Context: an optimization exercise on an open-source flow, tuned for small area, a short achievable clock period and few clock cycles per item. The choices shown serve that exercise and are no tape-out recipe. Power is estimated from default activity; no workload was simulated.

==> flow/design.v <==
package filter_pkg;
  localparam int PIX_W = 12;
  localparam int WIN_W = 9 * PIX_W;
endpackage
module line_buffer #(
  parameter int DEPTH = 160,
  parameter int WIDTH = 12,
  parameter int TAPS  = 4
) (
  input  logic                        clk,
  input  logic [TAPS-1:0]             wr,
  input  logic [WIDTH-1:0]            wdata,
  output logic [TAPS*WIDTH-1:0]       rd0,
  output logic [TAPS*WIDTH-1:0]       rd1
);
  localparam int S = DEPTH / TAPS;
  logic [DEPTH*WIDTH-1:0] r0, r1;
  always_ff @(posedge clk) begin
    r0 <= {r0[(DEPTH-1)*WIDTH-1:0], r0[DEPTH*WIDTH-1 -: WIDTH]};
    r1 <= {r1[(DEPTH-1)*WIDTH-1:0], r1[DEPTH*WIDTH-1 -: WIDTH]};
    for (int k = 0; k < TAPS; k++) begin
      if (wr[k]) begin
        r0[k*S*WIDTH +: WIDTH] <= wdata;
        r1[k*S*WIDTH +: WIDTH] <= r0[((k*S + DEPTH - 1) % DEPTH)*WIDTH +: WIDTH];
      end
    end
  end
  always_comb begin
    for (int k = 0; k < TAPS; k++) begin
      rd0[k*WIDTH +: WIDTH] = r0[((k*S + DEPTH - 1) % DEPTH)*WIDTH +: WIDTH];
      rd1[k*WIDTH +: WIDTH] = r1[((k*S + DEPTH - 1) % DEPTH)*WIDTH +: WIDTH];
    end
  end
endmodule
module filter_window_scheduler #(
  parameter int IMG_W = 160,
  parameter int IMG_H = 120,
  parameter int TAPS  = 4
) (
  input  logic             clk,
  input  logic             reset,
  input  logic             sof,
  input  logic [filter_pkg::PIX_W-1:0] pix_in,
  input  logic             pix_valid,
  output logic             pix_ready,
  output logic [filter_pkg::WIN_W-1:0] win_data,
  output logic             win_valid,
  input  logic             win_ready,
  output logic             win_last,
  output logic             busy
);
  localparam int PIX_W = filter_pkg::PIX_W;
  localparam int S     = IMG_W / TAPS;
  localparam int XW    = $clog2(IMG_W);
  localparam int YW    = $clog2(IMG_H);
  localparam int SW    = (S > 1) ? $clog2(S) : 1;
  localparam int TW    = (TAPS > 1) ? $clog2(TAPS) : 1;
  localparam logic [XW-1:0] X_LAST = XW'(IMG_W - 1);
  localparam logic [YW-1:0] Y_LAST = YW'(IMG_H - 1);
  logic [XW-1:0] ix;
  logic [YW-1:0] iy;
  logic          taking;
  logic             sk_v, sk_sof;
  logic [PIX_W-1:0] sk_pix;
  logic [XW-1:0] cx;
  logic [YW-1:0] cy;
  logic          em_act, em_own;
  logic [SW-1:0] sub;
  logic          sub0;    
  logic [TW-1:0] tk;
  logic [PIX_W-1:0] w00, w01, w02, w10, w11, w12, w20, w21, w22;
  logic [PIX_W-1:0] o0, o1, o2;
  logic need_align, out_free, src_pix, src_sof, visit, pix_visit, first, arm, abandon, emit;
  logic acc, to_skid, up_m, dn_m, last_win, ml, mr;
  logic taking_n, em_act_n, win_valid_n, win_last_n, sk_v_n, sk_sof_n;
  logic [TAPS-1:0] wr;
  logic [TAPS*PIX_W-1:0] rd0, rd1;
  logic [PIX_W-1:0] pix, col_t, col_m, col_b;
  assign pix_ready  = reset && !sk_v;
  assign acc        = pix_valid && !sk_v;
  assign need_align = taking || em_act;
  assign out_free   = !win_valid || win_ready;
  assign src_sof    = sk_v ? sk_sof : sof;
  assign pix        = sk_v ? sk_pix : pix_in;
  assign src_pix    = (sk_v || pix_valid) && (src_sof || taking);
  assign visit      = sub0 && out_free && (src_pix || (em_act && !taking));
  assign pix_visit  = visit && src_pix;
  assign to_skid    = acc && (sof || taking) && !visit;
  assign first      = pix_visit && src_sof;
  assign arm        = pix_visit && !src_sof && ix == '0 && iy == YW'(1);
  assign abandon    = first && taking && em_own;
  assign emit       = visit && em_act && !abandon;
  assign last_win   = cx == X_LAST && cy == Y_LAST;
  assign up_m = pix_visit && !src_sof && iy == YW'(1);
  assign dn_m = !(pix_visit && !src_sof && iy != '0);
  always_comb begin
    col_t = '0;
    col_m = '0;
    for (int k = 0; k < TAPS; k++) begin
      col_t = col_t | ((tk == TW'(k)) ? rd1[k*PIX_W +: PIX_W] : '0);
      col_m = col_m | ((tk == TW'(k)) ? rd0[k*PIX_W +: PIX_W] : '0);
    end
    col_t = up_m ? '0 : col_t;
    col_b = dn_m ? '0 : pix;
    for (int k = 0; k < TAPS; k++)
      wr[k] = visit && tk == TW'(k);
  end
  line_buffer #(.DEPTH(IMG_W), .WIDTH(PIX_W), .TAPS(TAPS)) u_lb (
    .clk(clk), .wr(wr), .wdata(pix), .rd0(rd0), .rd1(rd1));
  always_comb begin
    taking_n = taking;
    if (pix_visit) begin
      if (src_sof) taking_n = 1'b1;
      else if (ix == X_LAST && iy == Y_LAST) taking_n = 1'b0;
    end
    em_act_n = em_act;
    if (emit && last_win) em_act_n = 1'b0;
    if (abandon)          em_act_n = 1'b0;
    if (arm)              em_act_n = 1'b1;
    win_valid_n = emit ? 1'b1 : (win_ready ? 1'b0 : win_valid);
    win_last_n  = emit ? last_win : (win_ready ? 1'b0 : win_last);
    sk_v_n   = sk_v ? !visit : to_skid;
    sk_sof_n = sk_v ? sk_sof : sof;
  end
  assign ml = emit && cx == '0;
  assign mr = emit && cx == X_LAST;
  always_ff @(posedge clk) begin
    if (visit) begin
      w00 <= ml ? '0 : w01;  w01 <= w02;  w02 <= col_t;
      w10 <= ml ? '0 : w11;  w11 <= w12;  w12 <= col_m;
      w20 <= ml ? '0 : w21;  w21 <= w22;  w22 <= col_b;
      o0 <= mr ? '0 : col_t;
      o1 <= mr ? '0 : col_m;
      o2 <= mr ? '0 : col_b;
    end
    if (!sk_v) begin
      sk_pix <= pix_in;
      sk_sof <= sof;
    end
    win_last <= win_last_n;
    if (!need_align) begin
      sub <= '0;
    end else if (!visit) begin
      if (sub == SW'(S - 1)) begin
        sub <= '0;
        tk  <= (tk == TW'(TAPS - 1)) ? '0 : tk + 1'b1;
      end else begin
        sub <= sub + 1'b1;
      end
    end
    if (pix_visit) begin
      if (src_sof) begin
        ix <= XW'(1);
        iy <= '0;
      end else if (ix == X_LAST) begin
        ix <= '0;
        iy <= iy + 1'b1;
      end else begin
        ix <= ix + 1'b1;
      end
    end
    if (arm || abandon) begin
      cx <= '0;
      cy <= '0;
    end else if (emit) begin
      if (cx == X_LAST) begin
        cx <= '0;
        cy <= (cy == Y_LAST) ? '0 : cy + 1'b1;
      end else begin
        cx <= cx + 1'b1;
      end
    end
    if (first)    em_own <= 1'b0;
    else if (arm) em_own <= 1'b1;
  end
  always_ff @(posedge clk or negedge reset) begin
    if (!reset) begin
      taking    <= 1'b0;
      em_act    <= 1'b0;
      win_valid <= 1'b0;
      sk_v      <= 1'b0;
      sub0      <= 1'b1;
      busy      <= 1'b0;
    end else begin
      taking    <= taking_n;
      em_act    <= em_act_n;
      win_valid <= win_valid_n;
      sk_v      <= sk_v_n;
      sub0      <= !need_align || visit || sub == SW'(S - 1);
      busy      <= taking_n || em_act_n || (win_valid_n && win_last_n) || (sk_v_n && sk_sof_n);
    end
  end
  assign win_data[107:96] = w11;
  assign win_data[95:84]  = w10;
  assign win_data[83:72]  = o1;
  assign win_data[71:60]  = w01;
  assign win_data[59:48]  = w21;
  assign win_data[47:36]  = w00;
  assign win_data[35:24]  = o0;
  assign win_data[23:12]  = w20;
  assign win_data[11:0]   = o2;
endmodule
clock: 7.0 ns
lec_check: 0
cap_margin: 20
core_margin: 2
core_utilization: 40
cts_buf_list: sky130_fd_sc_hd__clkbuf_16
cts_cluster_diameter: 60
cts_cluster_size: 32
setup_slack_margin: 3.9
slew_margin: 20
run.sh (not shown) runs the stock make flow with config.mk's settings and CLKGATE_MAP_FILE= SYNTH_SCRIPT=/design/flow/synth_recipe.tcl, a recipe that flattens the netlist after the stock synthesis.
Rerun with:
--- a/flow/design.v
+++ b/flow/design.v
@@ -34,9 +34,9 @@
 endmodule
 module filter_window_scheduler #(
   parameter int IMG_W = 160,
   parameter int IMG_H = 120,
-  parameter int TAPS  = 4
+  parameter int TAPS  = 8
 ) (
   input  logic             clk,
   input  logic             reset,
   input  logic             sof,
What happened:
- The new run produced a clean layout
- synthesized area grows by a few percent
- worst hold slack is better by 0.014 ns
- wire length grows by roughly a tenth
- power grows slightly
- combinational power barely changes
- setup slack is worse by 0.023 ns
- global-route usage grows by 0.97 points
No functional check of the RTL was part of any run of this note.

==> port drivers added, routing unchanged <==
No port has a modelled driver above. Below, the same layouts with a new extraction and two added sets of constraints. Step 1 sets driving cells, clkbuf_16 on the clock port and buf_2 on the other inputs (assumed; they add their load-dependent delay and slew). Step 2 times the ports against the registers' clock, not the clock port: input delays grow and output delays shrink by t, the midpoint of the rising clock arrivals with the driver on. a / b / c = no drivers / after step 1 / after step 2; a / b = the first two.
run | t (ns) | setup WS [ns] | worst setup path after step 2 | latest minus earliest clock arrival (ns)
the first run | 0.894 | 3.801 / 3.738 / 2.963 | input to register | 0.070 / 0.070
the second run | 0.904 | 3.778 / 3.753 / 3.083 | input to register | 0.054 / 0.054
After both steps every run listed still meets setup and hold. For the first run, which loses most, drivers alone change the setup slack by -0.063 ns; drivers and shift together by -0.838 ns.
